Source: an optimization exercise on an open RTL-to-GDS flow (aim: small area). Production flows keep margins and buffers that such runs may drop. Only simulation tests tie the RTL to the original design; equivalence was not proved. Power figures rest on the tool's default switching activity, not on a simulated workload.

Setup of birch:
Design scc_top, start of the top module:
module scc_top
(
    input  logic                    emuclk,
    input  logic                    rst_n,
    input  logic                    i_cs_n,
    input  logic                    i_wr_n,
    input  logic                    i_rd_n,
    input  logic [7:0]              i_addr,
    input  logic [7:0]              i_data,
    output logic [7:0]              o_data,
    output logic signed [MIX_W-1:0] o_sound
);
    logic                            clr;
    logic                            phase;
    logic [NUM_CH-1:0][SAMPLE_W-1:0] play_raw;
    logic [NUM_CH-1:0]               ram_we;
    logic [NUM_CH-1:0][WAVE_DEPTH-1:0] ram_rsel;
    logic [NUM_CH-1:0][WAVE_DEPTH-1:0][SAMPLE_W-1:0] ram_mem;
    logic [NUM_CH-1:0]               ram_rd;
    logic [NUM_CH-1:0][FREQ_W-1:0]   freq;
    logic [NUM_CH-1:0][VOL_W-1:0]    vol;
    logic [NUM_CH-1:0]               enable;
    logic [NUM_CH-1:0]               freq_load;
    logic [NUM_CH-1:0][WAVE_AW-1:0]  play_addr;
    logic [NUM_CH-1:0]               tick;
    logic [NUM_CH-1:0][SAMPLE_W-1:0] samples;
    scc_regs u_regs (
        .emuclk      (emuclk),
  ...
Size: ~970 flip-flops, roughly 39 I/O pins.
Settings: LEC_CHECK=0, ABC_AREA=1, CAP_MARGIN=10, CELL_PAD_IN_SITES_DETAIL_PLACEMENT=1, CORE_MARGIN=2, CORE_UTILIZATION=55, GPL_TIMING_DRIVEN=0, SLEW_MARGIN=10; clock period 15.0 ns.
standard.sh (not shown) runs the stock make flow with config.mk's settings and CLKGATE_MAP_FILE= SYNTH_SCRIPT=/design/flow/synth_recipe.tcl, a recipe that flattens the netlist after the stock synthesis.
==> flow/flow/run.sh <==
#!/bin/bash
# Standard layout (the standard.sh) with these changes:
#  - synthesis (flow/synth.tcl): synth_recipe.tcl unchanged, except that the design's
#    scc_aoi222, scc_aoi22 and scc_xor2 modules are mapped onto the library cells of the same function and ABC maps the rest
#    with an area-oriented script (flow/abc_area.script); adders are left to ABC too,
#    not mapped onto the library's half and full adder cells first;
#  - ports are buffered with the smallest buffer;
#  - the resizer may not use the largest buffers or XOR gates, so long nets get several small buffers;
#  - clock tree synthesis runs without dummy loads and with larger sink clusters.
set -euo pipefail
export MY_WORK_DIR=$(pwd)
export MY_FLOW_DIR=$MY_WORK_DIR/flow
CTS="-sink_clustering_enable -repair_clock_nets -dont_use_dummy_load -sink_clustering_size ${MY_CTS_SIZE:-28} -sink_clustering_max_diameter 100"
DONT_USE="$(sed -n 's/^export DONT_USE_CELLS += //p; /^ *sky130/p' $FLOW_HOME/platforms/sky130hd/config.mk | tr -d '\\' | tr '\n' ' ')"
DONT_USE="$DONT_USE ${MY_DONT_USE-sky130_fd_sc_hd__buf_16 sky130_fd_sc_hd__buf_12 sky130_fd_sc_hd__buf_8 sky130_fd_sc_hd__bufbuf_16 sky130_fd_sc_hd__bufbuf_8 sky130_fd_sc_hd__xor2_4 sky130_fd_sc_hd__xnor2_4 sky130_fd_sc_hd__xor2_2 sky130_fd_sc_hd__xnor2_2}"
bash standard.sh "SYNTH_SCRIPT=$MY_FLOW_DIR/synth.tcl" "CTS_ARGS=$CTS" \
  "BUFFER_PORTS_ARGS=-inputs -outputs -buffer_cell sky130_fd_sc_hd__buf_1" \
  "DONT_USE_CELLS=$DONT_USE" "ADDER_MAP_FILE=" ${MY_MAKE_EXTRA:-} \
  ${STOP_AT:-finish} > "$MY_WORK_DIR/flow_make.log" 2>&1
Other scripts of this flow, unchanged in this note and not shown: flow/flow/abc_area.script, flow/flow/cellmap.v, flow/flow/synth.tcl
Input-level comparison between oak and birch:
==> flow/flow/run.sh <==
#!/bin/bash
# Standard layout (the standard.sh) with these changes:
#  - synthesis (flow/synth.tcl): synth_recipe.tcl unchanged, except that the design's
#    scc_aoi222, scc_aoi22 and scc_xor2 modules are mapped onto the library cells of the same function and ABC maps the rest
#    with an area-oriented script (flow/abc_area.script);
#  - ports are buffered with the smallest buffer;
#  - the resizer may not use the largest buffers or XOR gates, so long nets get several small buffers;
#  - clock tree synthesis runs without dummy loads and with larger sink clusters.
set -euo pipefail
export MY_WORK_DIR=$(pwd)
export MY_FLOW_DIR=$MY_WORK_DIR/flow
CTS="-sink_clustering_enable -repair_clock_nets -dont_use_dummy_load -sink_clustering_size ${MY_CTS_SIZE:-28} -sink_clustering_max_diameter 100"
DONT_USE="$(sed -n 's/^export DONT_USE_CELLS += //p; /^ *sky130/p' $FLOW_HOME/platforms/sky130hd/config.mk | tr -d '\\' | tr '\n' ' ')"
DONT_USE="$DONT_USE ${MY_DONT_USE-sky130_fd_sc_hd__buf_16 sky130_fd_sc_hd__buf_12 sky130_fd_sc_hd__buf_8 sky130_fd_sc_hd__bufbuf_16 sky130_fd_sc_hd__bufbuf_8 sky130_fd_sc_hd__xor2_4 sky130_fd_sc_hd__xnor2_4 sky130_fd_sc_hd__xor2_2 sky130_fd_sc_hd__xnor2_2}"
bash standard.sh "SYNTH_SCRIPT=$MY_FLOW_DIR/synth.tcl" "CTS_ARGS=$CTS" \
  "BUFFER_PORTS_ARGS=-inputs -outputs -buffer_cell sky130_fd_sc_hd__buf_1" \
  "DONT_USE_CELLS=$DONT_USE" ${MY_MAKE_EXTRA:-} \
  ${STOP_AT:-finish} > "$MY_WORK_DIR/flow_make.log" 2>&1
Results
No stage failed in oak, and the final checks on the layout all came back clean.
Looking at total power across birch and oak, the one that comes out lower is birch.
NOTE: number of instances in the placed design in oak exceeds that of birch
Relative to birch, number of placement rows has gone up in oak.
The fmax reported for oak is greater than that of birch by about 9%.

[afterwards: timing with drivers on the ports]
How much do the figures lean on ideal ports? The routed layouts below were timed once more, with nothing changed but the port constraints.
Step 1: set_driving_cell puts a clkbuf_16 on emuclk and a buf_2 on each other input, an assumption about the parent block.
Step 2, shift: input delay + t, output delay - t, t = (earliest + latest rising clock arrival at the registers) / 2. This alone moves slack from input paths to output paths.
Three values: ideal ports, drivers, drivers and shift; two values: the first two.
run	t (ns)	setup WS [ns]	slew at the worst register clock pin (ns)	worst data-port slew with drivers (ns)	pins driven straight from the clock port
birch	0.679	2.021 / 1.981 / 1.981	0.11 / 0.11	0.12	1
oak	0.681	3.126 / 3.077 / 3.077	0.12 / 0.12	0.05	1
After both steps setup and hold are still met in every run listed. The setup slack of oak, which loses most, moves by -0.049 ns with the drivers and by -0.049 ns with both steps.
